This design comes from an exercise in tuning for small area, a short achievable clock period and few clock cycles per item on the open sky130 flow, not from production work.
The RTL was checked by simulation tests, not by an equivalence proof against the original design.
Power figures rest on the tool's default switching activity, not on a simulated workload.

===== design/flow/config.mk =====
export PLATFORM = sky130hd
export DESIGN_NAME = new_host_presence_table_core
export DESIGN_NICKNAME = new_host_presence_table_core
export VERILOG_FILES = /design/flow/design.v
export SDC_FILE = /design/flow/constraint.sdc
export NUM_CORES = 4
export LEC_CHECK = 0
export CAP_MARGIN = 20
export CORE_MARGIN = 2
export CORE_UTILIZATION = 50
export CTS_CLUSTER_DIAMETER = 100
export CTS_CLUSTER_SIZE = 25
export SETUP_SLACK_MARGIN = 2.6
export SLEW_MARGIN = 20
export SYNTH_MEMORY_MAX_BITS = 4096

===== design/flow/constraint.sdc =====
create_clock -name core_clock -period 5.0 [get_ports {clk}]
set_input_delay 1.0000 -clock core_clock [delete_from_list [all_inputs] [get_ports {clk}]]
set_output_delay 1.0000 -clock core_clock [all_outputs]
set_load 0.01 [all_outputs]

===== design/flow/design.v =====
package hpt_pkg;
  localparam int TABLE_DEPTH = 64;
  localparam int IDX_W       = $clog2(TABLE_DEPTH);
  localparam int CNT_W       = IDX_W + 1;
  localparam int MAC_W       = 48;
  localparam int RCNT_W      = 7;
  localparam int RINGS       = 10;                  
  localparam int RING_LEN    = 6;                   
  localparam int RING_N      = RINGS * RING_LEN;    
  localparam int PEND        = 4;                   
  localparam logic CMD_REPORT = 1'b0;
  localparam logic CMD_SWEEP  = 1'b1;
  typedef struct packed {
    logic             cmd;
    logic [MAC_W-1:0] mac;
  } in_t;
  typedef struct packed {
    logic              is_new;
    logic              table_full;
    logic [RCNT_W-1:0] removed_count;
  } out_t;
endpackage
module hpt_ram #(
  parameter int R = 8,
  parameter int L = 8,
  parameter int W = 48
) (
  input  logic             clk,
  input  logic [R-1:0]     ins,
  input  logic [W-1:0]     ins_data,
  input  logic [W-1:0]     key,
  output logic [R*L-1:0]   match
);
  logic [R*L-1:0][W-1:0] pos;
  always_ff @(posedge clk) begin
    for (int r = 0; r < R; r++) begin
      pos[r*L] <= ins[r] ? ins_data : pos[r*L+L-1];
      for (int k = 1; k < L; k++) begin
        pos[r*L+k] <= pos[r*L+k-1];
      end
    end
  end
  always_comb begin
    for (int e = 0; e < R*L; e++) begin
      match[e] = (pos[e] == key);
    end
  end
endmodule
module hpt_ctrl
(
  input  logic                            clk,
  input  logic                            rst_n,     
  input  logic                            tbl_rst,   
  input  logic                            acc,       
  input  logic                            acc_cmd,   
  input  logic                            s1_v,      
  input  logic                            s1_cmd,
  input  logic [hpt_pkg::MAC_W-1:0]       s1_mac,
  input  logic [hpt_pkg::RING_N-1:0]      cam_match,
  output logic [hpt_pkg::RINGS-1:0]       cam_ins,
  output logic [hpt_pkg::MAC_W-1:0]       cam_ins_data,
  output logic                            pend_room,  
  output logic                            res_v,
  output hpt_pkg::out_t                   res
);
  localparam int D = hpt_pkg::TABLE_DEPTH;
  localparam int R = hpt_pkg::RINGS;
  localparam int L = hpt_pkg::RING_LEN;
  localparam int N = hpt_pkg::RING_N;
  localparam int P = hpt_pkg::PEND;
  localparam int W = hpt_pkg::MAC_W;
  logic                       s2_v;
  logic [W-1:0]               s2_mac;
  logic [N-1:0]               m2;         
  logic [P-1:0]               m2p;        
  logic [N-1:0]               v_r, s_r;
  logic [P-1:0]               pv_r, ps_r, pfree_r;
  logic [P-1:0][W-1:0]        pmac;
  logic [hpt_pkg::RCNT_W-1:0] nseen_r, nunseen_r;
  logic                       full_r;
  logic                       eq_r, ins_q;
  logic                       s2_rep, s2_swp;
  logic [P-1:0]               pselq_r;
  logic         hit, hit_unseen, ins;
  logic [N-1:0] vu, su;
  logic [P-1:0] pvu, psu, pvk;
  logic [R-1:0] hole_nx, hole_lo, mv_nx, mvq_r, mv;
  logic [P-1:0] pv_kp, pkp_lo, psel_nx, psel;
  logic         any_mv;
  logic [W-1:0] mv_mac, mv_mac_nx;
  assign psel   = pselq_r;
  assign mv     = (|(pselq_r & pv_r)) ? mvq_r : '0;
  assign any_mv = |mv;
  always_comb begin
    for (int r = 0; r < R; r++) begin
      hole_nx[r] = !vu[r*L+L-2];
    end
    hole_lo = hole_nx;
    for (int s = 1; s < R; s++) begin
      hole_lo = hole_lo & ~(hole_nx << s);
    end
    pv_kp  = pvk & ~(any_mv ? psel : '0);
    pkp_lo = pv_kp;
    for (int s = 1; s < P; s++) begin
      pkp_lo = pkp_lo & ~(pv_kp << s);
    end
    psel_nx = pkp_lo;
    mv_nx   = (pv_kp != '0) ? hole_lo : '0;
    mv_mac_nx = '0;
    for (int i = 0; i < P; i++) begin
      mv_mac_nx = mv_mac_nx | ({W{pkp_lo[i]}} & pmac[i]);
    end
  end
  assign cam_ins      = mv;
  assign cam_ins_data = mv_mac;
  logic         eq, m1p_sel;
  logic [P-1:0] m1p;
  logic [N-1:0] m1;
  assign eq = (s1_mac == s2_mac);
  always_comb begin
    for (int i = 0; i < P; i++) begin
      m1p[i] = !pfree_r[i] && (pmac[i] == s1_mac);
    end
    m1p_sel = (mv_mac == s1_mac);
    for (int r = 0; r < R; r++) begin
      m1[r*L] = mv[r] ? m1p_sel : cam_match[r*L+L-1];
      for (int k = 1; k < L; k++) begin
        m1[r*L+k] = cam_match[r*L+k-1];
      end
    end
  end
  always_ff @(posedge clk) begin
    if (!rst_n) begin
      s2_v   <= 1'b0;
      s2_rep <= 1'b0;
      s2_swp <= 1'b0;
    end else begin
      s2_v   <= s1_v;
      s2_rep <= s1_v && (s1_cmd == hpt_pkg::CMD_REPORT);
      s2_swp <= s1_v && (s1_cmd == hpt_pkg::CMD_SWEEP);
    end
    s2_mac <= s1_mac;
    mv_mac <= mv_mac_nx;
    m2     <= m1;
    m2p    <= m1p;
    eq_r   <= eq;
    ins_q  <= ins;
  end
  always_ff @(posedge clk) begin
    for (int i = 0; i < P; i++) begin
      if (pfree_r[i]) begin
        pmac[i] <= s2_mac;
      end
    end
  end
  logic         rep, swp;
  logic [N-1:0] hit_r;
  logic [P-1:0] hit_p;
  assign rep        = s2_rep;
  assign swp        = s2_swp;
  assign hit_r      = m2 & v_r;
  assign hit_p      = m2p & pv_r;
  assign hit        = (|hit_r) || (|hit_p) || (eq_r && ins_q);
  assign hit_unseen = (|(hit_r & ~s_r)) || (|(hit_p & ~ps_r));
  assign ins        = rep && !hit && !full_r;
  logic         mv_v, mv_s;
  always_comb begin
    if (swp) begin
      vu  = v_r & s_r;
      su  = '0;
      pvk = pv_r & ps_r;
      psu = '0;
    end else begin
      vu  = v_r;
      su  = rep ? (s_r | m2) : s_r;
      pvk = pv_r;
      psu = rep ? (ps_r | m2p | pfree_r) : ps_r;
    end
    pvu  = pvk | (ins ? pfree_r : '0);
    mv_v = |(psel & pvk);
    mv_s = |(psel & psu);
  end
  logic [N-1:0] v_n, s_n;
  logic [P-1:0] pv_n, pfree_n;
  always_comb begin
    for (int r = 0; r < R; r++) begin
      v_n[r*L] = mv[r] ? mv_v : vu[r*L+L-1];
      s_n[r*L] = mv[r] ? mv_s : su[r*L+L-1];
      for (int k = 1; k < L; k++) begin
        v_n[r*L+k] = vu[r*L+k-1];
        s_n[r*L+k] = su[r*L+k-1];
      end
    end
    pv_n    = pvu & ~(any_mv ? psel : '0);
    pfree_n = ~pv_n;
    for (int s = 1; s < P; s++) begin
      pfree_n = pfree_n & ~((~pv_n) << s);
    end
  end
  logic [2:0] pcnt_r;
  logic       ring_ok, ring_ok_q, swp_q, ring_full;
  always_comb begin
    pcnt_r = '0;
    for (int i = 0; i < P; i++) begin
      pcnt_r = pcnt_r + 3'(pv_r[i]);
    end
    ring_ok = 1'b0;
    for (int c = 0; c <= P; c++) begin
      if (pcnt_r == 3'(c) && nvalid_r >= hpt_pkg::RCNT_W'(D-P+c)) begin
        ring_ok = 1'b1;
      end
    end
  end
  assign ring_full = ring_ok_q && !swp_q && !swp &&
                     !(acc && acc_cmd == hpt_pkg::CMD_SWEEP);
  logic [P+1:0] th0, th2, th3;
  always_comb begin
    th0 = '0;
    th0[0] = 1'b1;
    for (int i = 0; i < P; i++) begin
      for (int j = P+1; j > 0; j--) begin
        th0[j] = th0[j] | (th0[j-1] & pv_r[i]);
      end
    end
    th2 = th0;
    for (int j = P+1; j > 0; j--) th2[j] = th0[j] | (th0[j-1] & ins);
    th3 = th2;
    for (int j = P+1; j > 0; j--) th3[j] = th2[j] | (th2[j-1] & acc);
  end
  assign pend_room = tbl_rst || ring_full ||
                     !(any_mv ? th3[P+1] : th3[P]);   
  logic [hpt_pkg::RCNT_W-1:0] nseen_n, nunseen_n;
  logic                       full_n;
  logic [hpt_pkg::RCNT_W-1:0] nvalid_r, nvalid_n;
  logic                       one_left;
  assign one_left = (nvalid_r == hpt_pkg::RCNT_W'(D-1));
  always_comb begin
    nseen_n   = nseen_r;
    nunseen_n = nunseen_r;
    full_n    = full_r;
    nvalid_n  = nvalid_r;
    res       = '0;
    if (swp) begin
      nseen_n   = '0;
      nunseen_n = nseen_r;
      nvalid_n  = nseen_r;
      full_n    = full_r && (nunseen_r == '0);
      res.removed_count = nunseen_r;
    end else if (rep) begin
      if (hit) begin
        if (hit_unseen) begin
          nseen_n   = nseen_r + 1'b1;
          nunseen_n = nunseen_r - 1'b1;
        end
      end else if (!full_r) begin
        nseen_n    = nseen_r + 1'b1;
        full_n     = one_left;
        nvalid_n   = nvalid_r + 1'b1;
        res.is_new = 1'b1;
      end else begin
        res.table_full = 1'b1;
      end
    end
  end
  always_ff @(posedge clk) begin
    if (tbl_rst) begin
      v_r       <= '0;
      pv_r      <= '0;
      pfree_r   <= P'(1);
      nseen_r   <= '0;
      nunseen_r <= '0;
      full_r    <= 1'b0;
      ring_ok_q <= 1'b0;
      mvq_r     <= '0;
      pselq_r   <= '0;
      swp_q     <= 1'b0;
      nvalid_r  <= '0;
    end else begin
      v_r       <= v_n;
      pv_r      <= pv_n;
      pfree_r   <= pfree_n;
      nseen_r   <= nseen_n;
      nunseen_r <= nunseen_n;
      full_r    <= full_n;
      ring_ok_q <= ring_ok;
      mvq_r     <= mv_nx;
      pselq_r   <= psel_nx;
      swp_q     <= swp;
      nvalid_r  <= nvalid_n;
    end
    s_r  <= s_n;
    ps_r <= psu;
  end
  assign res_v = s2_v;
endmodule
module new_host_presence_table_core
(
  input  logic clk,
  input  logic rst_n,
  input  logic in_valid,
  output logic in_ready,
  input  logic [48:0] in_data,
  output logic out_valid,
  input  logic out_ready,
  output logic [8:0]  out_data
);
  localparam int OUTST = 3;    
  hpt_pkg::in_t req;
  assign req = hpt_pkg::in_t'(in_data);
  logic rst_q;
  always_ff @(posedge clk) begin
    rst_q <= rst_n;
  end
  logic                      in_ready_r;
  logic                      s1_v, s1_cmd;
  logic [hpt_pkg::MAC_W-1:0] s1_mac;
  logic                      acc;
  assign acc    = in_valid && in_ready_r;
  assign s1_v   = acc;
  assign s1_cmd = req.cmd;
  assign s1_mac = req.mac;
  logic [hpt_pkg::RING_N-1:0]      cam_match;
  logic [hpt_pkg::RINGS-1:0]       cam_ins;
  logic [hpt_pkg::MAC_W-1:0]       cam_ins_data;
  logic                            pend_room;
  logic                            res_v;
  hpt_pkg::out_t                   res;
  hpt_ram #(
    .R (hpt_pkg::RINGS),
    .L (hpt_pkg::RING_LEN),
    .W (hpt_pkg::MAC_W)
  ) u_cam (
    .clk      (clk),
    .ins      (cam_ins),
    .ins_data (cam_ins_data),
    .key      (s1_mac),
    .match    (cam_match)
  );
  hpt_ctrl u_ctrl (
    .clk         (clk),
    .rst_n       (rst_n),
    .tbl_rst     (!rst_q),
    .acc         (acc),
    .acc_cmd     (req.cmd),
    .s1_v        (s1_v),
    .s1_cmd      (s1_cmd),
    .s1_mac      (s1_mac),
    .cam_match   (cam_match),
    .cam_ins      (cam_ins),
    .cam_ins_data (cam_ins_data),
    .pend_room   (pend_room),
    .res_v       (res_v),
    .res         (res)
  );
  logic          hv;
  hpt_pkg::out_t hd;
  logic [1:0][8:0] tq;
  logic          rd_r, wr_r;
  logic [1:0]    tt_r;       
  logic [2:0]    ct_r;       
  logic          pop, head_free, tail_empty, to_tail, deq, up, dn;
  logic [2:0]    ct_n;
  assign pop        = hv && out_ready;
  assign head_free  = !hv || out_ready;
  assign tail_empty = !tt_r[0];
  assign to_tail    = res_v && !(head_free && tail_empty);
  assign deq        = head_free && !tail_empty;
  assign up         = acc && !pop;
  assign dn         = pop && !acc;
  always_comb begin
    for (int i = 0; i < OUTST; i++) begin
      ct_n[i] = up ? ((i == 0) ? 1'b1 : ct_r[i-1])
              : dn ? ((i == OUTST-1) ? 1'b0 : ct_r[i+1])
              : ct_r[i];
    end
  end
  always_ff @(posedge clk) begin
    if (res_v) begin
      tq[wr_r] <= res;
    end
  end
  always_ff @(posedge clk) begin
    if (!rst_n) begin
      hv         <= 1'b0;
      rd_r       <= '0;
      wr_r       <= '0;
      tt_r       <= '0;
      ct_r       <= '0;
      in_ready_r <= 1'b1;
    end else begin
      if (head_free) begin
        hv <= deq || res_v;
      end
      if (deq) begin
        rd_r <= !rd_r;
      end
      if (to_tail) begin
        wr_r <= !wr_r;
      end
      if (to_tail && !deq) begin
        tt_r <= {tt_r[0], 1'b1};
      end else if (deq && !to_tail) begin
        tt_r <= {1'b0, tt_r[1]};
      end
      ct_r       <= ct_n;
      in_ready_r <= !ct_n[OUTST-1] && pend_room;
    end
  end
  always_ff @(posedge clk) begin
    if (head_free) begin
      if (!tail_empty) begin
        hd <= tq[rd_r];
      end else begin
        hd <= res;
      end
    end
  end
  assign in_ready  = in_ready_r;
  assign out_valid = hv;
  assign out_data  = hd;
endmodule

===== design/flow/run.sh =====
#!/bin/bash
# synth_recipe.tcl (not shown) runs the flow's synth.tcl, then flattens the netlist and writes it again
# the make line also repeats each setting of config.mk as NAME=value (left out here)
make -C /OpenROAD-flow-scripts/flow DESIGN_CONFIG=/design/flow/config.mk WORK_HOME=/design/flow/orfs CLKGATE_MAP_FILE= SYNTH_SCRIPT=/design/flow/synth_recipe.tcl finish

==> run_summary.xml, run 1 <==
<?xml version="1.0" encoding="UTF-8"?>
<metrics>
  <group name="timing">
    <metric name="relSlewSlack" unit="%">24.9</metric>
    <metric name="final_worst_clock_skew" unit="ns">0.0447</metric>
    <metric name="timing.final.max_slew_violations" unit="">0</metric>
    <metric name="fmaxAchievable" unit="MHz">386</metric>
    <metric name="rsz0062_at_grt" unit="">yes</metric>
    <metric name="min_period" unit="ns">2.59</metric>
    <metric name="setup_viol" unit="">0</metric>
    <metric name="tightestPinTransition" unit="ns">1.13</metric>
    <metric name="fin_worst_hold_slack" unit="ns">0.338</metric>
    <metric name="setup_tns" unit="ns">0</metric>
    <metric name="finalCritPeriodShare" unit="%">51.8</metric>
    <metric name="final-hold-violation-count" unit="">0</metric>
  </group>
  <group name="grt">
    <metric name="grt_pass1_vias" unit="">73600</metric>
    <metric name="groute.usage.overall" unit="%">37.1</metric>
    <metric name="gr-total-overflow" unit="">0</metric>
    <metric name="gr-usage-met3" unit="%">7.63</metric>
    <metric name="met2_usage" unit="%">55.2</metric>
    <metric name="met1_usage" unit="%">51.8</metric>
    <metric name="grt_pass1_wl" unit="µm">617000</metric>
    <metric name="grt_antenna_before_repair" unit="">62</metric>
    <metric name="global_route.peak_usage_layer" unit="">met2</metric>
    <metric name="grt_max_degree" unit="">75</metric>
  </group>
  <group name="cells_and_area">
    <metric name="drive_above_1_share" unit="%">12.4</metric>
    <metric name="fill_cells" unit="">20300</metric>
    <metric name="multi_input_area" unit="mm²">0.0458</metric>
    <metric name="layout-area-overhead-vs-synth" unit="%">9.03</metric>
    <metric name="seqCellArea" unit="mm²">0.0713</metric>
    <metric name="fin_nets" unit="">9610</metric>
  </group>
  <group name="floorplanning">
    <metric name="core_region_area" unit="mm²">0.235</metric>
    <metric name="design.die.area" unit="mm²">0.241</metric>
    <metric name="die-width" unit="µm">491</metric>
    <metric name="dieHeight" unit="µm">491</metric>
    <metric name="floorplan.initialDensity" unit="%">50.3</metric>
    <metric name="floorplan.rows" unit="">178</metric>
    <metric name="pin_count" unit="">64</metric>
  </group>
  <group name="logic_synthesis">
    <metric name="post-synth-top-count-cell" unit="">sky130_fd_sc_hd__dfxtp_1</metric>
    <metric name="fraction_of_the_yosys_area_taken_by_sequential_cells" unit="%">60.1</metric>
    <metric name="synth_edf_count" unit="">219</metric>
    <metric name="netlist_instances" unit="">9618</metric>
    <metric name="synth_ff_type" unit="">sky130_fd_sc_hd__dfxtp_1</metric>
    <metric name="post_synth_instance_area" unit="mm²">0.118</metric>
    <metric name="yosysUniqueCellTypes" unit="">64</metric>
    <metric name="ys_ff_latch" unit="">3444</metric>
    <metric name="synth.yosys.warnings" unit="">3</metric>
    <metric name="async_flop_share" unit="%">0</metric>
    <metric name="synth_fp_nets" unit="">9682</metric>
    <metric name="synth_largest_type_area_fraction" unit="%">54.5</metric>
    <metric name="synth.top_cells.by_area" unit="">sky130_fd_sc_hd__dfxtp_1, sky130_fd_sc_hd__xor2_1, sky130_fd_sc_hd__edfxtp_1</metric>
    <metric name="synthDominantAreaCellType" unit="">sky130_fd_sc_hd__dfxtp_1</metric>
    <metric name="synthesis.area_per_instance" unit="µm²">12.3</metric>
    <metric name="synth.top_cells.by_count" unit="">sky130_fd_sc_hd__dfxtp_1, sky130_fd_sc_hd__xor2_1, sky130_fd_sc_hd__nor4_1</metric>
  </group>
  <group name="clock_network">
    <metric name="cts.sink_count" unit="">3444</metric>
    <metric name="clkLatencyLatePin" unit="ns">0.88</metric>
    <metric name="cts-root-buf" unit="">sky130_fd_sc_hd__clkbuf_16</metric>
    <metric name="buffer_depth_of_the_longest_clock_path" unit="">3</metric>
    <metric name="cts_htree_levels" unit="">4</metric>
    <metric name="cts_made_buffers" unit="">157</metric>
    <metric name="cts_tree" unit="">built</metric>
    <metric name="clk_pin_slew_worst_paths" unit="ns">0.10</metric>
    <metric name="post_cts_hold_buffer_count" unit="">0</metric>
  </group>
  <group name="worst_setup_path">
    <metric name="r2r_slack" unit="ns">2.53</metric>
    <metric name="timing.rr.start" unit="">u_ctrl.m2[42]</metric>
    <metric name="worstSetupEndpoint" unit="">u_ctrl.m2[44]</metric>
    <metric name="setup.worst_path.start_class" unit="">input port</metric>
    <metric name="cp-end-kind" unit="">flip-flop</metric>
    <metric name="criticalPathCategory" unit="">input port to flip-flop</metric>
    <metric name="worstPathMaxFanout" unit="">25</metric>
    <metric name="rr_worst_depth" unit="">7</metric>
    <metric name="timing.rr.end" unit="">u_ctrl.nseen_r[3]</metric>
    <metric name="cp_data_arrival_time" unit="ns">3.31</metric>
    <metric name="required" unit="ns">5.72</metric>
    <metric name="timing.critical_path.from" unit="">in_data[11]</metric>
  </group>
  <group name="route">
    <metric name="post_drt_wl_per_cell" unit="µm">36.0</metric>
    <metric name="finalWirelength" unit="µm">462000</metric>
    <metric name="post_detailed_route_via_to_cell_ratio" unit="">5.93</metric>
    <metric name="via_count" unit="">76000</metric>
    <metric name="ant_nets" unit="">0</metric>
    <metric name="dr_iter_0_viols" unit="">9646</metric>
    <metric name="route.detailed.drc" unit="">0</metric>
    <metric name="drtPass1Iterations" unit="">6</metric>
  </group>
  <group name="place">
    <metric name="dp.final_hpwl" unit="µm">323000</metric>
    <metric name="finalWeightedCongestion" unit="">0.993</metric>
    <metric name="io_buffers" unit="">63</metric>
  </group>
  <group name="min_path">
    <metric name="worstHoldPathType" unit="">flip-flop to flip-flop</metric>
    <metric name="hold_path.startpoint" unit="">u_cam.pos[1835]</metric>
  </group>
  <group name="power">
    <metric name="worst_ir_drop_vdd" unit="mV">0.309</metric>
    <metric name="power_per_cell_area" unit="mW/mm²">358</metric>
    <metric name="lkg_pwr" unit="nW">52.8</metric>
  </group>
  <group name="job">
    <metric name="cap_viol_max_count" unit="">0</metric>
  </group>
  <group name="outcome">
    <metric name="run_status" unit="">timing/DRC/antenna clean</metric>
  </group>
</metrics>
[where the power goes]
part,internal (mW),switching [mW],leakage [nW]
registers,27.8,0.188,28.1
logic,0.998,2.44,22.6
clock network,5.89,8.91,2.08
[stage by stage]
stage / cells / cell area, µm² / total power [mW] / setup WS [ns] / utilization [%]
final: 12800 / 129000 / 46.3 / 2.41 / 54.9
after global routing: 12700 / 129000 / 47.2 / 2.53 / 54.8
after CTS: 12700 / 128000 / 46.1 / 2.57 / 54.5
after detailed placement: 12500 / 123000 / 32.0 / 1.03 / 52.3
after global placement: 12500 / 123000 / 32.0 / 1.00 / 52.3
after floorplan: 9618 / 119000 / 30.4 / 2.60 / -
[sequential cells by signal, indices dropped and copies added (netlist names), 2 cells and up, named ones only]
signal and cells:
ct_r 3, hd 9, tt_r 2, u_cam.pos 2880, u_ctrl.m2 60, u_ctrl.m2p 4
u_ctrl.mv_mac 48, u_ctrl.mvq_r 10, u_ctrl.nseen_r 7, u_ctrl.nunseen_r 7, u_ctrl.nvalid_r 7, u_ctrl.pfree_r 4
u_ctrl.pmac 192, u_ctrl.ps_r 4, u_ctrl.pselq_r 4, u_ctrl.pv_r 4, u_ctrl.s2_mac 48, u_ctrl.s_r 60
u_ctrl.v_r 60
[what timing repair did]
item / 4_1_cts / 5_1_grt
endpoints found under the setup margin: 597 / 309
gates cloned: 4 / 2
gates resized for setup: 225 / 114
setup buffers: 20 / 15
pin swaps: 16 / 24
[area by class of cell]
| cell class | instances | area share (%) |
|---|---|---|
| flip-flops and latches | 3444 | 55.3 |
| multi-input cells | 5578 | 35.4 |
| clock buffers | 177 | 3.17 |
| well taps | 3150 | 3.05 |
| repair buffers | 314 | 2.68 |
| diodes | 83 | 0.161 |
| inverters | 51 | 0.150 |
| clock inverters | 15 | 0.109 |
[worst min-delay path by stage]
| stage | end | cells after the start |
|---|---|---|
| final | u_cam.pos[1883] | 0 |
| after global routing | u_cam.pos[1849] | 0 |
| after CTS | u_cam.pos[625] | 0 |
| after detailed placement | u_cam.pos[1929] | 0 |
| after global placement | u_cam.pos[2363] | 0 |
| after floorplan | u_cam.pos[1000] | 0 |
[critical path, cell delays in order]
cell,delay [ns]
sky130_fd_sc_hd__buf_8,0.41
sky130_fd_sc_hd__buf_4,0.50
sky130_fd_sc_hd__xor2_1,0.24
sky130_fd_sc_hd__nor4_1,0.54
sky130_fd_sc_hd__nand4_1,0.18
sky130_fd_sc_hd__nor3_1,0.31
[placed cells by master, fill, tap and decap left out, types with 83 or more instances in the layout]
cell and count:
sky130_fd_sc_hd__a22oi_1 112, sky130_fd_sc_hd__nand4_1 343, sky130_fd_sc_hd__clkbuf_16 163, sky130_fd_sc_hd__edfxtp_1 219, sky130_fd_sc_hd__dfxtp_2 83, sky130_fd_sc_hd__nor2_1 99, sky130_fd_sc_hd__xnor2_1 578, sky130_fd_sc_hd__dfxtp_1 3114
sky130_fd_sc_hd__o21ai_0 85, sky130_fd_sc_hd__a21oi_1 107, sky130_fd_sc_hd__nor4_1 652, sky130_fd_sc_hd__buf_4 180, sky130_fd_sc_hd__xor2_1 2575, sky130_fd_sc_hd__diode_2 83, sky130_fd_sc_hd__mux2_2 480
[kinds of logic after synthesis]
family                   synth area share, %
AO/OA/AOI/OAI                           2.68
XOR/XNOR                                23.3
adder cells (fa/ha/maj)                0.123
buffers and inverters                   1.92
flip-flops                              60.1
multiplexers                            4.67
AND/OR/NAND/NOR                         7.22
[per-layer routing]
metal	vias up	share of wire, %	wire, µm
met5	-	0.040	185
met4	14	4.7	21600
met3	884	9.7	45000
met2	4257	43	200000
met1	38500	42	195000
li1	32300	-	-
Testbench counts, summed over its fixed seeds: cycles 3,598, requests 3,486.
==> run 2: changes to the inputs <==
--- a/design/flow/config.mk
+++ b/design/flow/config.mk
@@ -11,5 +11,5 @@
 export CTS_CLUSTER_DIAMETER = 100
 export CTS_CLUSTER_SIZE = 25
-export SETUP_SLACK_MARGIN = 2.6
+export SETUP_SLACK_MARGIN = 2.8
 export SLEW_MARGIN = 20
 export SYNTH_MEMORY_MAX_BITS = 4096
==> run_summary.xml, run 2 <==
<?xml version="1.0" encoding="UTF-8"?>
<metrics>
  <group name="grt">
    <metric name="groute.usage.overall" unit="%">40.3</metric>
    <metric name="grt_pass1_wl" unit="µm">660000</metric>
    <metric name="grt_max_degree" unit="">67</metric>
    <metric name="gr-total-overflow" unit="">0</metric>
    <metric name="grt_pass1_vias" unit="">74300</metric>
    <metric name="grt_antenna_before_repair" unit="">62</metric>
  </group>
  <group name="floorplanning">
    <metric name="design.die.area" unit="mm²">0.241</metric>
    <metric name="floorplan.initialDensity" unit="%">50.3</metric>
    <metric name="dieHeight" unit="µm">491</metric>
    <metric name="core_region_area" unit="mm²">0.235</metric>
    <metric name="die-width" unit="µm">491</metric>
    <metric name="pin_count" unit="">64</metric>
    <metric name="floorplan.rows" unit="">178</metric>
  </group>
  <group name="worst_setup_path">
    <metric name="setup.worst_path.start_class" unit="">flip-flop</metric>
    <metric name="kind_of_cell_with_the_highest_combined_delay_on_the_critical_path" unit="">compound AO/OA/AOI/OAI gates</metric>
    <metric name="critical_path.max_stage_delay" unit="ns">0.41</metric>
    <metric name="cp-end-kind" unit="">flip-flop</metric>
    <metric name="cpMostUsedCell" unit="">sky130_fd_sc_hd__buf_4</metric>
    <metric name="required" unit="ns">5.77</metric>
    <metric name="criticalPathCategory" unit="">flip-flop to flip-flop</metric>
    <metric name="cp_data_arrival_time" unit="ns">3.25</metric>
    <metric name="worstPathMaxFanout" unit="">3</metric>
    <metric name="slowest_cell_on_the_critical_path" unit="">sky130_fd_sc_hd__dfxtp_4</metric>
    <metric name="count_of_buffer_and_inverter_cells_on_the_critical_path" unit="">3</metric>
    <metric name="crit_chain" unit="">buf_12 -&gt; a21boi_4 -&gt; a2111oi_4 -&gt; buf_4 -&gt; nor3b_4 -&gt; o41ai_2 -&gt; buf_4 -&gt; a211o_1 -&gt; or2_4 -&gt; a211oi_2</metric>
  </group>
  <group name="route">
    <metric name="route.detailed.drc" unit="">0</metric>
    <metric name="dr_iter_0_viols" unit="">10100</metric>
    <metric name="post_drt_wl_per_cell" unit="µm">40.0</metric>
    <metric name="post_detailed_route_via_to_cell_ratio" unit="">6.07</metric>
    <metric name="finalWirelength" unit="µm">520000</metric>
    <metric name="ant_nets" unit="">0</metric>
    <metric name="via_count" unit="">79100</metric>
    <metric name="drtPass1Iterations" unit="">5</metric>
  </group>
  <group name="outcome">
    <metric name="run_status" unit="">timing/DRC/antenna clean</metric>
  </group>
  <group name="clock_network">
    <metric name="clk_pin_slew_worst_paths" unit="ns">0.10</metric>
    <metric name="cts_htree_levels" unit="">4</metric>
    <metric name="cts_tree" unit="">built</metric>
    <metric name="cts.sink_count" unit="">3444</metric>
    <metric name="cts_made_buffers" unit="">157</metric>
    <metric name="cts-root-buf" unit="">sky130_fd_sc_hd__clkbuf_16</metric>
    <metric name="post_cts_hold_buffer_count" unit="">0</metric>
    <metric name="buffer_depth_of_the_longest_clock_path" unit="">3</metric>
    <metric name="clkLatencyLatePin" unit="ns">0.88</metric>
  </group>
  <group name="logic_synthesis">
    <metric name="ys_ff_latch" unit="">3444</metric>
    <metric name="post-synth-top-count-cell" unit="">sky130_fd_sc_hd__dfxtp_1</metric>
    <metric name="netlist_instances" unit="">9618</metric>
    <metric name="synthesis.area_per_instance" unit="µm²">12.3</metric>
    <metric name="async_flop_share" unit="%">0</metric>
    <metric name="synth_largest_type_area_fraction" unit="%">54.5</metric>
    <metric name="synth_edf_count" unit="">219</metric>
    <metric name="synth.yosys.warnings" unit="">3</metric>
    <metric name="post_synth_instance_area" unit="mm²">0.118</metric>
    <metric name="synth.top_cells.by_count" unit="">sky130_fd_sc_hd__dfxtp_1, sky130_fd_sc_hd__xor2_1, sky130_fd_sc_hd__nor4_1</metric>
    <metric name="yosysUniqueCellTypes" unit="">64</metric>
    <metric name="fraction_of_the_yosys_area_taken_by_sequential_cells" unit="%">60.1</metric>
    <metric name="synth_fp_nets" unit="">9682</metric>
    <metric name="synthDominantAreaCellType" unit="">sky130_fd_sc_hd__dfxtp_1</metric>
    <metric name="synth.top_cells.by_area" unit="">sky130_fd_sc_hd__dfxtp_1, sky130_fd_sc_hd__xor2_1, sky130_fd_sc_hd__edfxtp_1</metric>
    <metric name="synth_ff_type" unit="">sky130_fd_sc_hd__dfxtp_1</metric>
  </group>
  <group name="place">
    <metric name="finalWeightedCongestion" unit="">1.01</metric>
    <metric name="dp.final_hpwl" unit="µm">345000</metric>
    <metric name="numPlacedInstances" unit="">12500</metric>
    <metric name="io_buffers" unit="">63</metric>
    <metric name="place_area" unit="mm²">0.123</metric>
  </group>
  <group name="cells_and_area">
    <metric name="fin_nets" unit="">9781</metric>
    <metric name="instances_no_fill" unit="">13000</metric>
    <metric name="reg_top3" unit="">u_cam.pos: 2880 flops, u_ctrl.pmac: 192 flops</metric>
    <metric name="layout.cells.most_common_list" unit="">sky130_fd_sc_hd__dfxtp_1, sky130_fd_sc_hd__xor2_1, sky130_fd_sc_hd__nor4_1</metric>
    <metric name="layout-area-overhead-vs-synth" unit="%">12.5</metric>
    <metric name="largest_register" unit="">u_cam.pos</metric>
    <metric name="drive_above_1_share" unit="%">14.8</metric>
    <metric name="postLayoutCellArea" unit="mm²">0.133</metric>
    <metric name="leading_cell_type_in_the_layout_fill_and_taps_excluded" unit="">sky130_fd_sc_hd__dfxtp_1</metric>
    <metric name="largest_reg_flops" unit="">2880</metric>
  </group>
  <group name="timing">
    <metric name="relSlewSlack" unit="%">20.9</metric>
    <metric name="setup_viol" unit="">0</metric>
    <metric name="finalCritPeriodShare" unit="%">49.7</metric>
    <metric name="setup_tns" unit="ns">0</metric>
    <metric name="final-hold-violation-count" unit="">0</metric>
    <metric name="final_worst_clock_skew" unit="ns">0.0481</metric>
    <metric name="timing.final.max_slew_violations" unit="">0</metric>
    <metric name="rsz0062_at_grt" unit="">yes</metric>
    <metric name="min_period" unit="ns">2.48</metric>
    <metric name="tightestPinTransition" unit="ns">1.18</metric>
    <metric name="fmaxAchievable" unit="MHz">402</metric>
  </group>
  <group name="min_path">
    <metric name="worstHoldPathType" unit="">flip-flop to flip-flop</metric>
  </group>
  <group name="job">
    <metric name="cap_viol_max_count" unit="">0</metric>
  </group>
  <group name="power">
    <metric name="power_per_cell_area" unit="mW/mm²">354</metric>
    <metric name="worst_ir_drop_vdd" unit="mV">0.343</metric>
    <metric name="lkg_pwr" unit="nW">54.6</metric>
    <metric name="power.total" unit="mW">47.1</metric>
  </group>
</metrics>
-- run 2: worst paths after layout --
path,start,end,slack [ns],depth (start not counted)
worst max-delay path,u_ctrl.s2_swp,u_ctrl.mvq_r[9],2.52,10
worst min-delay path,u_cam.pos[1836],u_cam.pos[1884],0.34,0
worst max register to register,u_ctrl.s2_swp,u_ctrl.mvq_r[9],2.52,10
worst min register to register,u_cam.pos[1836],u_cam.pos[1884],0.34,0
-- run 2: area by class of cell --
type	count	area [µm²]
clock inverters	10	121
multi-input cells	5579	46500
fillers	19800	102000
flip-flops and latches	3444	71300
inverters	51	199
diodes	119	298
repair buffers	484	6680
clock buffers	188	4200
well taps	3150	3940
-- run 2: metal layers --
metal / global-route usage, % / vias to the layer above / wire, µm
met1: 55.0 / 40300 / 212000
met5: 0 / - / 135
met3: 7.35 / 1119 / 49600
li1: - / 32700 / -
met2: 60.3 / 4848 / 225000
met4: 22.6 / 22 / 34200
-- run 2: metrics by stage --
step	util, %	setup WS (ns)	hold WS, ns
floorplan	-	2.76	0.349
finish	56.6	2.52	0.344
global route	56.5	2.48	0.340
global placement	52.4	0.519	0.349
CTS	55.4	2.47	0.346
detailed placement	52.4	1.05	0.353
-- run 2: cells by family (layout without fill, tap and decap cells) --
| group | count (synthesis) | count (layout) | share of synthesized area (%) |
|---|---|---|---|
| buffers and inverters | 597 | 733 | 1.92 |
| and+or+nand+nor | 1451 | 1452 | 7.22 |
| adders and majority gates | 11 | 11 | 0.123 |
| other | 0 | 119 | 0 |
| DFF | 3444 | 3444 | 60.1 |
| AOI/OAI and AO/OA | 469 | 470 | 2.68 |
| muxes | 493 | 493 | 4.67 |
| xor gates and xnor gates | 3153 | 3153 | 23.3 |
-- run 2: worst register-to-register path, delay by kind of cell, from the launching register on --
family / cells / cell delay [ns]
compound gates: 5 / 0.96
simple gates: 2 / 0.50
buf+inv: 3 / 0.54
flops: 1 / 0.41
-- run 2: report_power, final --
group	internal (mW)	switching (mW)	total [mW]
Sequential	27.8	0.190	28.0
Combinational	1.22	2.83	4.06
Clock	6.02	9.01	15.0
Total	35.1	12.0	47.1
-- run 2: what timing repair did --
action / 4_1_cts / 5_1_grt
setup endpoints to repair: 666 / 348
pin swaps: 45 / 51
gates resized for setup: 493 / 244
gates cloned: 17 / 23
setup buffers: 57 / 89
==> run 3: changes to the inputs <==
--- a/design/flow/config.mk
+++ b/design/flow/config.mk
@@ -11,5 +11,5 @@
 export CTS_CLUSTER_DIAMETER = 100
 export CTS_CLUSTER_SIZE = 25
-export SETUP_SLACK_MARGIN = 2.8
+export SETUP_SLACK_MARGIN = 3.0
 export SLEW_MARGIN = 20
 export SYNTH_MEMORY_MAX_BITS = 4096
==> run_summary.xml, run 3 <==
<?xml version="1.0" encoding="UTF-8"?>
<metrics>
  <group name="floorplanning">
    <metric name="dieHeight" unit="µm">491</metric>
    <metric name="floorplan.initialDensity" unit="%">50.3</metric>
    <metric name="floorplan.rows" unit="">178</metric>
    <metric name="die-width" unit="µm">491</metric>
    <metric name="pin_count" unit="">64</metric>
    <metric name="core_region_area" unit="mm²">0.235</metric>
    <metric name="design.die.area" unit="mm²">0.241</metric>
  </group>
  <group name="place">
    <metric name="finalWeightedCongestion" unit="">0.977</metric>
    <metric name="numPlacedInstances" unit="">12500</metric>
    <metric name="dp.final_hpwl" unit="µm">335000</metric>
    <metric name="pre_cts_slack" unit="ns">0.739</metric>
    <metric name="io_buffers" unit="">63</metric>
    <metric name="place_area" unit="mm²">0.123</metric>
  </group>
  <group name="logic_synthesis">
    <metric name="synth_edf_count" unit="">219</metric>
    <metric name="synth_ff_type" unit="">sky130_fd_sc_hd__dfxtp_1</metric>
    <metric name="fraction_of_the_yosys_area_taken_by_sequential_cells" unit="%">60.1</metric>
    <metric name="post-synth-top-count-cell" unit="">sky130_fd_sc_hd__dfxtp_1</metric>
    <metric name="synth_fp_nets" unit="">9682</metric>
    <metric name="post_synth_instance_area" unit="mm²">0.118</metric>
    <metric name="synth_largest_type_area_fraction" unit="%">54.5</metric>
    <metric name="synthDominantAreaCellType" unit="">sky130_fd_sc_hd__dfxtp_1</metric>
    <metric name="yosysUniqueCellTypes" unit="">64</metric>
    <metric name="synthesis.area_per_instance" unit="µm²">12.3</metric>
    <metric name="synth.yosys.warnings" unit="">3</metric>
    <metric name="synth.top_cells.by_count" unit="">sky130_fd_sc_hd__dfxtp_1, sky130_fd_sc_hd__xor2_1, sky130_fd_sc_hd__nor4_1</metric>
    <metric name="async_flop_share" unit="%">0</metric>
    <metric name="synth.top_cells.by_area" unit="">sky130_fd_sc_hd__dfxtp_1, sky130_fd_sc_hd__xor2_1, sky130_fd_sc_hd__edfxtp_1</metric>
    <metric name="ys_ff_latch" unit="">3444</metric>
    <metric name="netlist_instances" unit="">9618</metric>
  </group>
  <group name="power">
    <metric name="lkg_pwr" unit="nW">56.7</metric>
    <metric name="power.total" unit="mW">47.6</metric>
    <metric name="comb_power_share" unit="%">9.3</metric>
    <metric name="switch_pwr" unit="mW">12.2</metric>
    <metric name="power.sequential.fraction" unit="%">58.9</metric>
    <metric name="net_switching_fraction_of_the_power" unit="%">25.7</metric>
    <metric name="worst_ir_drop_vdd" unit="mV">0.310</metric>
    <metric name="power.share.clock" unit="%">31.8</metric>
    <metric name="power_per_cell_area" unit="mW/mm²">344</metric>
    <metric name="cellInternalPower" unit="mW">35.3</metric>
  </group>
  <group name="timing">
    <metric name="finalCritPeriodShare" unit="%">50.3</metric>
    <metric name="fmaxAchievable" unit="MHz">398</metric>
    <metric name="post-route-worst-setup-slack" unit="ns">2.48</metric>
    <metric name="timing.final.max_slew_violations" unit="">0</metric>
    <metric name="final-hold-violation-count" unit="">0</metric>
    <metric name="relSlewSlack" unit="%">25.8</metric>
    <metric name="setup_tns" unit="ns">0</metric>
    <metric name="fin_worst_hold_slack" unit="ns">0.340</metric>
    <metric name="tightestPinTransition" unit="ns">1.10</metric>
    <metric name="min_period" unit="ns">2.52</metric>
    <metric name="rsz0062_at_grt" unit="">yes</metric>
    <metric name="setup_viol" unit="">0</metric>
    <metric name="final_worst_clock_skew" unit="ns">0.0480</metric>
  </group>
  <group name="worst_setup_path">
    <metric name="criticalPathCategory" unit="">flip-flop to flip-flop</metric>
    <metric name="setup.worst_path.start_class" unit="">flip-flop</metric>
    <metric name="cp-end-kind" unit="">flip-flop</metric>
    <metric name="crit_chain" unit="">nand2_2 -&gt; nand4_1 -&gt; nor3_1 -&gt; nand3_2 -&gt; buf_12 -&gt; o31a_1 -&gt; buf_6 -&gt; or4_4 -&gt; a21oi_2</metric>
    <metric name="slowest_cell_on_the_critical_path" unit="">sky130_fd_sc_hd__or4_4</metric>
    <metric name="critical_path.max_stage_delay" unit="ns">0.47</metric>
    <metric name="cp_data_arrival_time" unit="ns">3.32</metric>
    <metric name="required" unit="ns">5.81</metric>
    <metric name="worstPathMaxFanout" unit="">5</metric>
  </group>
  <group name="route">
    <metric name="post_drt_wl_per_cell" unit="µm">41.3</metric>
    <metric name="dr_iter_0_viols" unit="">11800</metric>
    <metric name="post_detailed_route_via_to_cell_ratio" unit="">6.20</metric>
    <metric name="finalWirelength" unit="µm">547000</metric>
    <metric name="drtPass1Iterations" unit="">6</metric>
    <metric name="route.detailed.drc" unit="">0</metric>
    <metric name="ant_nets" unit="">1</metric>
    <metric name="via_count" unit="">82100</metric>
  </group>
  <group name="cells_and_area">
    <metric name="reg_top3" unit="">u_cam.pos: 2880 flops, u_ctrl.pmac: 192 flops</metric>
    <metric name="postLayoutCellArea" unit="mm²">0.138</metric>
    <metric name="drive_above_1_share" unit="%">18.6</metric>
    <metric name="instances_no_fill" unit="">13200</metric>
    <metric name="fin_nets" unit="">9963</metric>
    <metric name="layout-area-overhead-vs-synth" unit="%">16.6</metric>
    <metric name="largest_register" unit="">u_cam.pos</metric>
    <metric name="leading_cell_type_in_the_layout_fill_and_taps_excluded" unit="">sky130_fd_sc_hd__dfxtp_1</metric>
    <metric name="layout.cells.most_common_list" unit="">sky130_fd_sc_hd__dfxtp_1, sky130_fd_sc_hd__xor2_1, sky130_fd_sc_hd__xnor2_1</metric>
    <metric name="fin_util" unit="%">58.7</metric>
    <metric name="fill_cells" unit="">19300</metric>
    <metric name="largest_reg_flops" unit="">2880</metric>
  </group>
  <group name="grt">
    <metric name="grt_antenna_before_repair" unit="">78</metric>
    <metric name="grt_pass1_wl" unit="µm">691000</metric>
    <metric name="grt_pass1_vias" unit="">75900</metric>
    <metric name="groute.usage.overall" unit="%">42.6</metric>
    <metric name="grt_max_degree" unit="">65</metric>
    <metric name="gr-total-overflow" unit="">0</metric>
  </group>
  <group name="clock_network">
    <metric name="cts.sink_count" unit="">3444</metric>
    <metric name="cts_tree" unit="">built</metric>
    <metric name="cts-root-buf" unit="">sky130_fd_sc_hd__clkbuf_16</metric>
    <metric name="cts_htree_levels" unit="">4</metric>
    <metric name="clkLatencyLatePin" unit="ns">0.88</metric>
    <metric name="buffer_depth_of_the_longest_clock_path" unit="">3</metric>
    <metric name="clk_pin_slew_worst_paths" unit="ns">0.12</metric>
    <metric name="cts_made_buffers" unit="">158</metric>
    <metric name="post_cts_hold_buffer_count" unit="">0</metric>
  </group>
  <group name="min_path">
    <metric name="worstHoldPathType" unit="">flip-flop to flip-flop</metric>
  </group>
  <group name="outcome">
    <metric name="failed_layout_checks" unit="">antenna violations</metric>
    <metric name="run_status" unit="">finished with violations</metric>
  </group>
  <group name="job">
    <metric name="cap_viol_max_count" unit="">0</metric>
  </group>
</metrics>
==> run 3: cell counts after synthesis <==
Identical to the previous run, type by type.
==> run 3: layer usage <==
layer  GRT usage [%]  up-vias  share of wire, %
li1                -    33200                 -
met1            57.6    41400                40
met2            61.5     6088                42
met3            11.1     1322                12
met4            24.6       18               6.2
met5               0        -             0.037
==> run 3: what timing repair did <==
item                       in CTS  in global routing
pin swaps                     102                109
gates resized for setup       856                264
setup endpoints to repair     683                478
gates cloned                   59                 28
setup buffers                 125                184
==> run 3: area by class of cell <==
type	instances	area [µm²]	area share (%)
Multi-Input combinational cell	5586	48100	34.8
Clock inverter	14	153	0.110
Sequential cell	3444	71300	51.6
Inverter	51	205	0.149
Tap cell	3150	3940	2.85
Timing Repair Buffer	658	9790	7.09
Antenna cell	161	403	0.292
Clock buffer	184	4230	3.06
==> run 3: final timing paths <==
kind | from | end | slack (ns) | depth (start not counted)
max | u_ctrl.m2p[1] | u_ctrl.nseen_r[4] | 2.48 | 9
max reg2reg | u_ctrl.m2p[1] | u_ctrl.nseen_r[4] | 2.48 | 9
min reg2reg | u_cam.pos[2537] | u_cam.pos[2585] | 0.34 | 0
min | u_cam.pos[2537] | u_cam.pos[2585] | 0.34 | 0
==> run 3: logic make-up after synthesis <==
family	Yosys count	share of synthesized area, %
multiplexers	493	4.67
AO/OA/AOI/OAI	469	2.68
buffers and inverters	597	1.92
flip-flops	3444	60.1
XOR/XNOR	3153	23.3
adder cells (fa/ha/maj)	11	0.123
AND/OR/NAND/NOR	1451	7.22
==> run 3: power by group through the flow <==
stage / clock, mW / sequential (mW) / combinational, mW
floorplan: 0 / 28.6 / 2.03
global placement: 0 / 28.7 / 3.42
detailed placement: 0 / 28.7 / 3.39
CTS: 15.1 / 28.0 / 4.02
global route: 16.0 / 28.0 / 4.37
finish: 15.1 / 28.0 / 4.41
==> run 3: worst max-delay path: cells and delay by family, from the launching register on <==
family | cells | cell delay, ns
buffers and inverters | 2 | 0.31
AND/OR/NAND/NOR | 5 | 1.28
AO/OA/AOI/OAI | 2 | 0.39
flip-flops | 1 | 0.43
==> run 4: changes to the inputs <==
--- a/design/flow/design.v
+++ b/design/flow/design.v
@@ -9,4 +9,5 @@
   localparam int RING_N      = RINGS * RING_LEN;    
   localparam int PEND        = 4;                   
+  localparam int CHUNKS      = 3;                   
   localparam logic CMD_REPORT = 1'b0;
   localparam logic CMD_SWEEP  = 1'b1;
@@ -24,5 +25,6 @@
   parameter int R = 8,
   parameter int L = 8,
-  parameter int W = 48
+  parameter int W = 48,
+  parameter int C = 3        
 ) (
   input  logic             clk,
@@ -30,5 +32,5 @@
   input  logic [W-1:0]     ins_data,
   input  logic [W-1:0]     key,
-  output logic [R*L-1:0]   match
+  output logic [C-1:0][R*L-1:0] match
 );
   logic [R*L-1:0][W-1:0] pos;
@@ -42,6 +44,8 @@
   end
   always_comb begin
-    for (int e = 0; e < R*L; e++) begin
-      match[e] = (pos[e] == key);
+    for (int c = 0; c < C; c++) begin
+      for (int e = 0; e < R*L; e++) begin
+        match[c][e] = (pos[e][c*(W/C) +: W/C] == key[c*(W/C) +: W/C]);
+      end
     end
   end
@@ -57,5 +61,5 @@
   input  logic                            s1_cmd,
   input  logic [hpt_pkg::MAC_W-1:0]       s1_mac,
-  input  logic [hpt_pkg::RING_N-1:0]      cam_match,
+  input  logic [hpt_pkg::CHUNKS-1:0][hpt_pkg::RING_N-1:0] cam_match,
   output logic [hpt_pkg::RINGS-1:0]       cam_ins,
   output logic [hpt_pkg::MAC_W-1:0]       cam_ins_data,
@@ -68,10 +72,14 @@
   localparam int L = hpt_pkg::RING_LEN;
   localparam int N = hpt_pkg::RING_N;
+  localparam int C = hpt_pkg::CHUNKS;
+  localparam int B = hpt_pkg::MAC_W / C;
   localparam int P = hpt_pkg::PEND;
   localparam int W = hpt_pkg::MAC_W;
   logic                       s2_v;
   logic [W-1:0]               s2_mac;
-  logic [N-1:0]               m2;         
-  logic [P-1:0]               m2p;        
+  logic [C-1:0][N-1:0]        m2c;        
+  logic [N-1:0]               m2;
+  logic [C-1:0][P-1:0]        m2pc;       
+  logic [P-1:0]               m2p;
   logic [N-1:0]               v_r, s_r;
   logic [P-1:0]               pv_r, ps_r, pfree_r;
@@ -79,5 +87,6 @@
   logic [hpt_pkg::RCNT_W-1:0] nseen_r, nunseen_r;
   logic                       full_r;
-  logic                       eq_r, ins_q;
+  logic [C-1:0]               eq_r;
+  logic                       ins_q;
   logic                       s2_rep, s2_swp;
   logic [P-1:0]               pselq_r;
@@ -114,17 +123,19 @@
   assign cam_ins      = mv;
   assign cam_ins_data = mv_mac;
-  logic         eq, m1p_sel;
-  logic [P-1:0] m1p;
-  logic [N-1:0] m1;
-  assign eq = (s1_mac == s2_mac);
+  logic [C-1:0]        eq, m1p_sel;
+  logic [C-1:0][P-1:0] m1p;
+  logic [C-1:0][N-1:0] m1;
   always_comb begin
-    for (int i = 0; i < P; i++) begin
-      m1p[i] = !pfree_r[i] && (pmac[i] == s1_mac);
-    end
-    m1p_sel = (mv_mac == s1_mac);
-    for (int r = 0; r < R; r++) begin
-      m1[r*L] = mv[r] ? m1p_sel : cam_match[r*L+L-1];
-      for (int k = 1; k < L; k++) begin
-        m1[r*L+k] = cam_match[r*L+k-1];
+    for (int c = 0; c < C; c++) begin
+      eq[c] = (s1_mac[c*B +: B] == s2_mac[c*B +: B]);
+      for (int i = 0; i < P; i++) begin
+        m1p[c][i] = !pfree_r[i] && (pmac[i][c*B +: B] == s1_mac[c*B +: B]);
+      end
+      m1p_sel[c] = (mv_mac[c*B +: B] == s1_mac[c*B +: B]);
+      for (int r = 0; r < R; r++) begin
+        m1[c][r*L] = mv[r] ? m1p_sel[c] : cam_match[c][r*L+L-1];
+        for (int k = 1; k < L; k++) begin
+          m1[c][r*L+k] = cam_match[c][r*L+k-1];
+        end
       end
     end
@@ -142,6 +153,6 @@
     s2_mac <= s1_mac;
     mv_mac <= mv_mac_nx;
-    m2     <= m1;
-    m2p    <= m1p;
+    m2c    <= m1;
+    m2pc   <= m1p;
     eq_r   <= eq;
     ins_q  <= ins;
@@ -159,7 +170,15 @@
   assign rep        = s2_rep;
   assign swp        = s2_swp;
+  always_comb begin
+    m2  = '1;
+    m2p = '1;
+    for (int c = 0; c < C; c++) begin
+      m2  = m2 & m2c[c];
+      m2p = m2p & m2pc[c];
+    end
+  end
   assign hit_r      = m2 & v_r;
   assign hit_p      = m2p & pv_r;
-  assign hit        = (|hit_r) || (|hit_p) || (eq_r && ins_q);
+  assign hit        = (|hit_r) || (|hit_p) || ((&eq_r) && ins_q);
   assign hit_unseen = (|(hit_r & ~s_r)) || (|(hit_p & ~ps_r));
   assign ins        = rep && !hit && !full_r;
@@ -320,5 +339,5 @@
   assign s1_cmd = req.cmd;
   assign s1_mac = req.mac;
-  logic [hpt_pkg::RING_N-1:0]      cam_match;
+  logic [hpt_pkg::CHUNKS-1:0][hpt_pkg::RING_N-1:0] cam_match;
   logic [hpt_pkg::RINGS-1:0]       cam_ins;
   logic [hpt_pkg::MAC_W-1:0]       cam_ins_data;
@@ -329,5 +348,6 @@
     .R (hpt_pkg::RINGS),
     .L (hpt_pkg::RING_LEN),
-    .W (hpt_pkg::MAC_W)
+    .W (hpt_pkg::MAC_W),
+    .C (hpt_pkg::CHUNKS)
   ) u_cam (
     .clk      (clk),
--- a/design/flow/config.mk
+++ b/design/flow/config.mk
@@ -11,5 +11,5 @@
 export CTS_CLUSTER_DIAMETER = 100
 export CTS_CLUSTER_SIZE = 25
-export SETUP_SLACK_MARGIN = 3.0
+export SETUP_SLACK_MARGIN = 2.6
 export SLEW_MARGIN = 20
 export SYNTH_MEMORY_MAX_BITS = 4096
==> run_summary.xml, run 4 <==
<?xml version="1.0" encoding="UTF-8"?>
<metrics>
  <group name="outcome">
    <metric name="run_status" unit="">timing/DRC/antenna clean</metric>
  </group>
  <group name="clock_network">
    <metric name="cts.sink_count" unit="">3574</metric>
    <metric name="cts_made_buffers" unit="">161</metric>
    <metric name="cts_tree" unit="">built</metric>
    <metric name="buffer_depth_of_the_longest_clock_path" unit="">3</metric>
    <metric name="post_cts_hold_buffer_count" unit="">0</metric>
    <metric name="cts-root-buf" unit="">sky130_fd_sc_hd__clkbuf_16</metric>
    <metric name="clkLatencyLatePin" unit="ns">0.88</metric>
    <metric name="cts_htree_levels" unit="">4</metric>
    <metric name="clk_pin_slew_worst_paths" unit="ns">0.10</metric>
  </group>
  <group name="grt">
    <metric name="gr-total-overflow" unit="">0</metric>
    <metric name="grt_pass1_vias" unit="">72000</metric>
    <metric name="groute.usage.overall" unit="%">28.7</metric>
    <metric name="grt_pass1_wl" unit="µm">512000</metric>
    <metric name="grt_antenna_before_repair" unit="">33</metric>
    <metric name="grt_max_degree" unit="">73</metric>
  </group>
  <group name="timing">
    <metric name="final_worst_clock_skew" unit="ns">0.0372</metric>
    <metric name="tightestPinTransition" unit="ns">0.943</metric>
    <metric name="final-hold-violation-count" unit="">0</metric>
    <metric name="min_period" unit="ns">2.65</metric>
    <metric name="fmaxAchievable" unit="MHz">377</metric>
    <metric name="finalCritPeriodShare" unit="%">53.0</metric>
    <metric name="timing.final.max_slew_violations" unit="">0</metric>
    <metric name="post-route-worst-setup-slack" unit="ns">2.35</metric>
    <metric name="setup_tns" unit="ns">0</metric>
    <metric name="rsz0062_at_grt" unit="">yes</metric>
    <metric name="setup_viol" unit="">0</metric>
    <metric name="relSlewSlack" unit="%">37.1</metric>
  </group>
  <group name="logic_synthesis">
    <metric name="synth_fp_nets" unit="">9813</metric>
    <metric name="synth_largest_type_area_fraction" unit="%">55.5</metric>
    <metric name="synth_edf_count" unit="">219</metric>
    <metric name="synth.yosys.warnings" unit="">3</metric>
    <metric name="synthesis.area_per_instance" unit="µm²">12.4</metric>
    <metric name="yosysUniqueCellTypes" unit="">63</metric>
    <metric name="post_synth_instance_area" unit="mm²">0.121</metric>
    <metric name="synth_ff_type" unit="">sky130_fd_sc_hd__dfxtp_1</metric>
    <metric name="ys_ff_latch" unit="">3574</metric>
    <metric name="netlist_instances" unit="">9749</metric>
    <metric name="synth.top_cells.by_count" unit="">sky130_fd_sc_hd__dfxtp_1, sky130_fd_sc_hd__xnor2_1, sky130_fd_sc_hd__nand4_1</metric>
    <metric name="synthDominantAreaCellType" unit="">sky130_fd_sc_hd__dfxtp_1</metric>
    <metric name="async_flop_share" unit="%">0</metric>
    <metric name="synth.top_cells.by_area" unit="">sky130_fd_sc_hd__dfxtp_1, sky130_fd_sc_hd__xnor2_1, sky130_fd_sc_hd__edfxtp_1</metric>
    <metric name="post-synth-top-count-cell" unit="">sky130_fd_sc_hd__dfxtp_1</metric>
    <metric name="fraction_of_the_yosys_area_taken_by_sequential_cells" unit="%">61.0</metric>
  </group>
  <group name="worst_setup_path">
    <metric name="worstPathMaxFanout" unit="">5</metric>
    <metric name="criticalPathCategory" unit="">flip-flop to flip-flop</metric>
    <metric name="cp-end-kind" unit="">flip-flop</metric>
    <metric name="setup.worst_path.start_class" unit="">flip-flop</metric>
    <metric name="required" unit="ns">5.74</metric>
    <metric name="cp_data_arrival_time" unit="ns">3.39</metric>
  </group>
  <group name="power">
    <metric name="worst_ir_drop_vdd" unit="mV">0.336</metric>
    <metric name="lkg_pwr" unit="nW">44.1</metric>
    <metric name="power_per_cell_area" unit="mW/mm²">357</metric>
  </group>
  <group name="route">
    <metric name="post_detailed_route_via_to_cell_ratio" unit="">5.49</metric>
    <metric name="finalWirelength" unit="µm">360000</metric>
    <metric name="post_drt_wl_per_cell" unit="µm">27.7</metric>
    <metric name="via_count" unit="">71200</metric>
    <metric name="route.detailed.drc" unit="">0</metric>
    <metric name="drtPass1Iterations" unit="">6</metric>
    <metric name="dr_iter_0_viols" unit="">6158</metric>
    <metric name="ant_nets" unit="">0</metric>
  </group>
  <group name="min_path">
    <metric name="worstHoldPathType" unit="">flip-flop to flip-flop</metric>
  </group>
  <group name="place">
    <metric name="finalWeightedCongestion" unit="">0.965</metric>
    <metric name="pre_cts_slack" unit="ns">0.825</metric>
    <metric name="dp.final_hpwl" unit="µm">254000</metric>
    <metric name="io_buffers" unit="">63</metric>
    <metric name="place_area" unit="mm²">0.126</metric>
  </group>
  <group name="cells_and_area">
    <metric name="layout.cells.most_common_list" unit="">sky130_fd_sc_hd__dfxtp_1, sky130_fd_sc_hd__xnor2_1, sky130_fd_sc_hd__nand4_1</metric>
    <metric name="fin_nets" unit="">9816</metric>
    <metric name="drive_above_1_share" unit="%">13.1</metric>
    <metric name="fill_cells" unit="">20300</metric>
    <metric name="layout-area-overhead-vs-synth" unit="%">9.11</metric>
    <metric name="reg_top3" unit="">u_cam.pos: 2880 flops, u_ctrl.pmac: 192 flops, u_ctrl.m2c: 180 flops</metric>
    <metric name="largest_reg_flops" unit="">2880</metric>
    <metric name="postLayoutCellArea" unit="mm²">0.132</metric>
    <metric name="largest_register" unit="">u_cam.pos</metric>
    <metric name="leading_cell_type_in_the_layout_fill_and_taps_excluded" unit="">sky130_fd_sc_hd__dfxtp_1</metric>
  </group>
  <group name="floorplanning">
    <metric name="floorplan.rows" unit="">180</metric>
    <metric name="dieHeight" unit="µm">496</metric>
    <metric name="floorplan.initialDensity" unit="%">50.3</metric>
    <metric name="design.die.area" unit="mm²">0.246</metric>
    <metric name="die-width" unit="µm">496</metric>
    <metric name="pin_count" unit="">64</metric>
    <metric name="core_region_area" unit="mm²">0.241</metric>
  </group>
  <group name="job">
    <metric name="cap_viol_max_count" unit="">0</metric>
  </group>
</metrics>
## run 4: cell count changes after synthesis, sizes merged, moves of 69 or more
cell   before   now
xnor2     578  2936
xor2     2575   241
nand4     343   879
nor4      696   250
dfxtp    3225  3355
a22oi     120    51
## run 4: worst max-delay path: stages, from the launching register on
cell and delay [ns]:
sky130_fd_sc_hd__dfxtp_4 0.43, sky130_fd_sc_hd__nand4_1 0.25, sky130_fd_sc_hd__nand4_1 0.22, sky130_fd_sc_hd__nor4_4 0.38, sky130_fd_sc_hd__nand4_4 0.25, sky130_fd_sc_hd__or2_4 0.35
sky130_fd_sc_hd__and4_1 0.18, sky130_fd_sc_hd__or4_1 0.45
## run 4: logic make-up after synthesis
group | after synthesis | synth area share (%)
adder cells (fa/ha/maj) | 11 | 0.120
XOR/XNOR | 3177 | 23.0
multiplexers | 491 | 4.56
AND/OR/NAND/NOR | 1469 | 7.15
AO/OA/AOI/OAI | 397 | 2.22
buffers and inverters | 630 | 1.99
flip-flops | 3574 | 61.0
## run 4: timing repair
action	4_1_cts	5_1_grt
setup endpoints to repair	625	204
buffers inserted	36	24
gates resized for setup	242	116
cloned	7	1
pin swaps	53	50
## run 4: area by class of cell
type	count	area [µm²]	share of cell area, %
Antenna cell	6	15.0	0.0114
Clock inverter	8	98.8	0.0749
Clock buffer	198	4310	3.26
Inverter	68	265	0.201
Multi-Input combinational cell	5549	45800	34.7
Timing Repair Buffer	398	3580	2.71
Tap cell	3185	3990	3.02
Sequential cell	3574	73900	56.0
## run 4: worst paths after layout
path	from	to	slack (ns)	cells past startpoint
worst max-delay path	u_ctrl.m2c[43]	u_ctrl.nseen_r[4]	2.35	7
worst min-delay path	u_cam.pos[925]	u_cam.pos[973]	0.35	0
worst max register to register	u_ctrl.m2c[43]	u_ctrl.nseen_r[4]	2.35	7
worst min register to register	u_cam.pos[925]	u_cam.pos[973]	0.35	0
## run 4: metrics by stage
step / std cells / power [mW] / util, % / hold WS [ns]
after detailed placement: 12700 / 32.7 / 52.3 / 0.355
after floorplan: 9749 / 31.6 / - / 0.350
after CTS: 13000 / 47.3 / 54.6 / 0.349
after global routing: 13000 / 48.5 / 54.9 / 0.355
final: 13000 / 47.1 / 54.9 / 0.346
after global placement: 12700 / 32.7 / 52.3 / 0.351
## run 4: power by group
group,switching [mW],internal [mW],leakage (nW)
clock network,8.87,6.17,2.15
registers,0.142,28.9,29.2
logic,1.88,1.17,12.7
## run 4: per-layer routing
layer	GRT usage, %	vias to the layer above	share of wire, %
met1	41.0	35900	46
met4	8.51	4	3.1
li1	-	32800	-
met5	0	-	0.0072
met3	3.70	458	5.4
met2	45.5	2042	45
Testbench counts of run 4, summed over its fixed seeds: cycles 3,598, requests 3,486.
==> run 5: changes to the inputs <==
--- a/design/flow/config.mk
+++ b/design/flow/config.mk
@@ -11,5 +11,5 @@
 export CTS_CLUSTER_DIAMETER = 100
 export CTS_CLUSTER_SIZE = 25
-export SETUP_SLACK_MARGIN = 2.6
+export SETUP_SLACK_MARGIN = 2.8
 export SLEW_MARGIN = 20
 export SYNTH_MEMORY_MAX_BITS = 4096
==> run_summary.xml, run 5 <==
<?xml version="1.0" encoding="UTF-8"?>
<metrics>
  <group name="clock_network">
    <metric name="clk_pin_slew_worst_paths" unit="ns">0.10</metric>
    <metric name="post_cts_hold_buffer_count" unit="">0</metric>
    <metric name="cts_htree_levels" unit="">4</metric>
    <metric name="cts_made_buffers" unit="">161</metric>
    <metric name="clkLatencyLatePin" unit="ns">0.85</metric>
    <metric name="cts-root-buf" unit="">sky130_fd_sc_hd__clkbuf_16</metric>
  </group>
  <group name="route">
    <metric name="route.detailed.drc" unit="">0</metric>
    <metric name="ant_nets" unit="">0</metric>
    <metric name="post_drt_wl_per_cell" unit="µm">28.2</metric>
    <metric name="post_detailed_route_via_to_cell_ratio" unit="">5.51</metric>
    <metric name="finalWirelength" unit="µm">366000</metric>
    <metric name="via_count" unit="">71500</metric>
  </group>
  <group name="power">
    <metric name="power.share.clock" unit="%">32.0</metric>
    <metric name="worst_ir_drop_vdd" unit="mV">0.309</metric>
    <metric name="net_switching_fraction_of_the_power" unit="%">23.1</metric>
    <metric name="cellInternalPower" unit="mW">36.4</metric>
    <metric name="lkg_pwr" unit="nW">44.4</metric>
    <metric name="power.sequential.fraction" unit="%">61.4</metric>
    <metric name="switch_pwr" unit="mW">10.9</metric>
    <metric name="comb_power_share" unit="%">6.6</metric>
  </group>
  <group name="logic_synthesis">
    <metric name="synth_fp_nets" unit="">9813</metric>
    <metric name="synth_ff_type" unit="">sky130_fd_sc_hd__dfxtp_1</metric>
    <metric name="synth.yosys.warnings" unit="">3</metric>
    <metric name="synth_edf_count" unit="">219</metric>
    <metric name="synth_largest_type_area_fraction" unit="%">55.5</metric>
    <metric name="async_flop_share" unit="%">0</metric>
    <metric name="post_synth_instance_area" unit="mm²">0.121</metric>
  </group>
  <group name="place">
    <metric name="finalWeightedCongestion" unit="">0.968</metric>
    <metric name="pre_cts_slack" unit="ns">0.970</metric>
  </group>
  <group name="floorplanning">
    <metric name="floorplan.initialDensity" unit="%">50.3</metric>
    <metric name="floorplan.rows" unit="">180</metric>
  </group>
  <group name="min_path">
    <metric name="worstHoldPathType" unit="">flip-flop to flip-flop</metric>
  </group>
  <group name="outcome">
    <metric name="run_status" unit="">timing/DRC/antenna clean</metric>
  </group>
  <group name="cells_and_area">
    <metric name="fin_nets" unit="">9801</metric>
    <metric name="leading_cell_type_in_the_layout_fill_and_taps_excluded" unit="">sky130_fd_sc_hd__dfxtp_1</metric>
    <metric name="reg_top3" unit="">u_cam.pos: 2880 flops, u_ctrl.pmac: 192 flops, u_ctrl.m2c: 180 flops</metric>
    <metric name="layout.cells.most_common_list" unit="">sky130_fd_sc_hd__dfxtp_1, sky130_fd_sc_hd__xnor2_1, sky130_fd_sc_hd__nand4_1</metric>
  </group>
  <group name="grt">
    <metric name="gr-total-overflow" unit="">0</metric>
    <metric name="groute.usage.overall" unit="%">28.9</metric>
  </group>
  <group name="timing">
    <metric name="tightestPinTransition" unit="ns">1.37</metric>
    <metric name="final_worst_clock_skew" unit="ns">0.0423</metric>
    <metric name="timing.final.max_slew_violations" unit="">0</metric>
    <metric name="relSlewSlack" unit="%">7.94</metric>
    <metric name="final-hold-violation-count" unit="">0</metric>
  </group>
  <group name="worst_setup_path">
    <metric name="criticalPathCategory" unit="">flip-flop to flip-flop</metric>
    <metric name="timing.rr.start" unit="">u_ctrl.m2c[80]</metric>
    <metric name="crit_chain" unit="">nand4_1 -&gt; buf_4 -&gt; o22ai_2 -&gt; nor4_2 -&gt; nand4_1 -&gt; o21ai_4 -&gt; buf_4 -&gt; and4_1 -&gt; or4_1</metric>
    <metric name="slowest_cell_on_the_critical_path" unit="">sky130_fd_sc_hd__dfxtp_2</metric>
  </group>
  <group name="job">
    <metric name="cap_viol_max_count" unit="">0</metric>
  </group>
</metrics>
## run 5: changes by cell type in the layout (fill, tap and decap cells not counted), moves of 6 or more
cell                        before   now
sky130_fd_sc_hd__nor4_1        197   165
sky130_fd_sc_hd__dfxtp_1      3262  3254
sky130_fd_sc_hd__buf_6          51    59
sky130_fd_sc_hd__nor4_2         43    71
sky130_fd_sc_hd__buf_8           7    13
sky130_fd_sc_hd__o21ai_0        46    54
sky130_fd_sc_hd__buf_4         302   224
sky130_fd_sc_hd__buf_12         18    54
sky130_fd_sc_hd__a22oi_2         2    27
sky130_fd_sc_hd__clkbuf_16     167   179
sky130_fd_sc_hd__a22oi_1        49    24
sky130_fd_sc_hd__buf_16          3    14
## run 5: logic make-up after synthesis
| logic type | Yosys count | share of synthesized area (%) |
|---|---|---|
| flip-flops | 3574 | 61.0 |
| XOR/XNOR | 3177 | 23.0 |
| AND/OR/NAND/NOR | 1469 | 7.15 |
| buffers and inverters | 630 | 1.99 |
| multiplexers | 491 | 4.56 |
| AO/OA/AOI/OAI | 397 | 2.22 |
| adder cells (fa/ha/maj) | 11 | 0.120 |
## run 5: through the flow
stage,cell area (µm²),std cells
floorplan,121000,9749
global placement,126000,12700
detailed placement,126000,12700
CTS,132000,12900
global route,133000,13000
finish,133000,13000
## run 5: routing by layer
metal	vias to the layer above	global-route usage, %	wire (µm)
met1	36000	40.6	164000
met5	-	0	42
met3	494	3.88	22500
li1	32800	-	-
met2	2226	46.1	167000
met4	6	9.21	13000
## run 5: worst paths after layout
kind / end / slack [ns] / depth (start not counted)
hold / removal: u_cam.pos[1426] / 0.34 / 0
setup reg to reg: u_ctrl.nseen_r[5] / 2.38 / 9
hold reg to reg: u_cam.pos[1426] / 0.34 / 0
setup / recovery: u_ctrl.nseen_r[5] / 2.38 / 9
## run 5: repair_timing
item / 4_1_cts / 5_1_grt
pin swaps: 85 / 65
gates cloned: 8 / 9
setup endpoints to repair: 574 / 232
resized for setup: 360 / 153
setup buffers: 59 / 20
## run 5: power by group through the flow
stage,clock [mW],combinational [mW],sequential (mW)
3_5_place_dp,0,3.01,29.7
2_1_floorplan,0,2.01,29.7
3_3_place_gp,0,3.03,29.7
6_report,15.1,3.10,29.0
5_1_grt,16.4,3.29,29.0
4_1_cts,15.4,3.05,29.0
## run 5: area by class of cell
cell class | instances | area [µm²]
Inverter | 68 | 270
Antenna cell | 7 | 17.5
Sequential cell | 3574 | 73900
Clock inverter | 6 | 83.8
Timing Repair Buffer | 387 | 4370
Multi-Input combinational cell | 5545 | 46200
Clock buffer | 200 | 4390
Tap cell | 3185 | 3990
Fill cell | 20100 | 107000

Setup slack of run 5, layout unchanged: 2.376 ns with ideal ports, 2.376 ns with driving cells assumed (clock clkbuf_16, inputs buf_2), 1.769 ns with port delays also shifted by the 0.922 ns mid clock arrival.
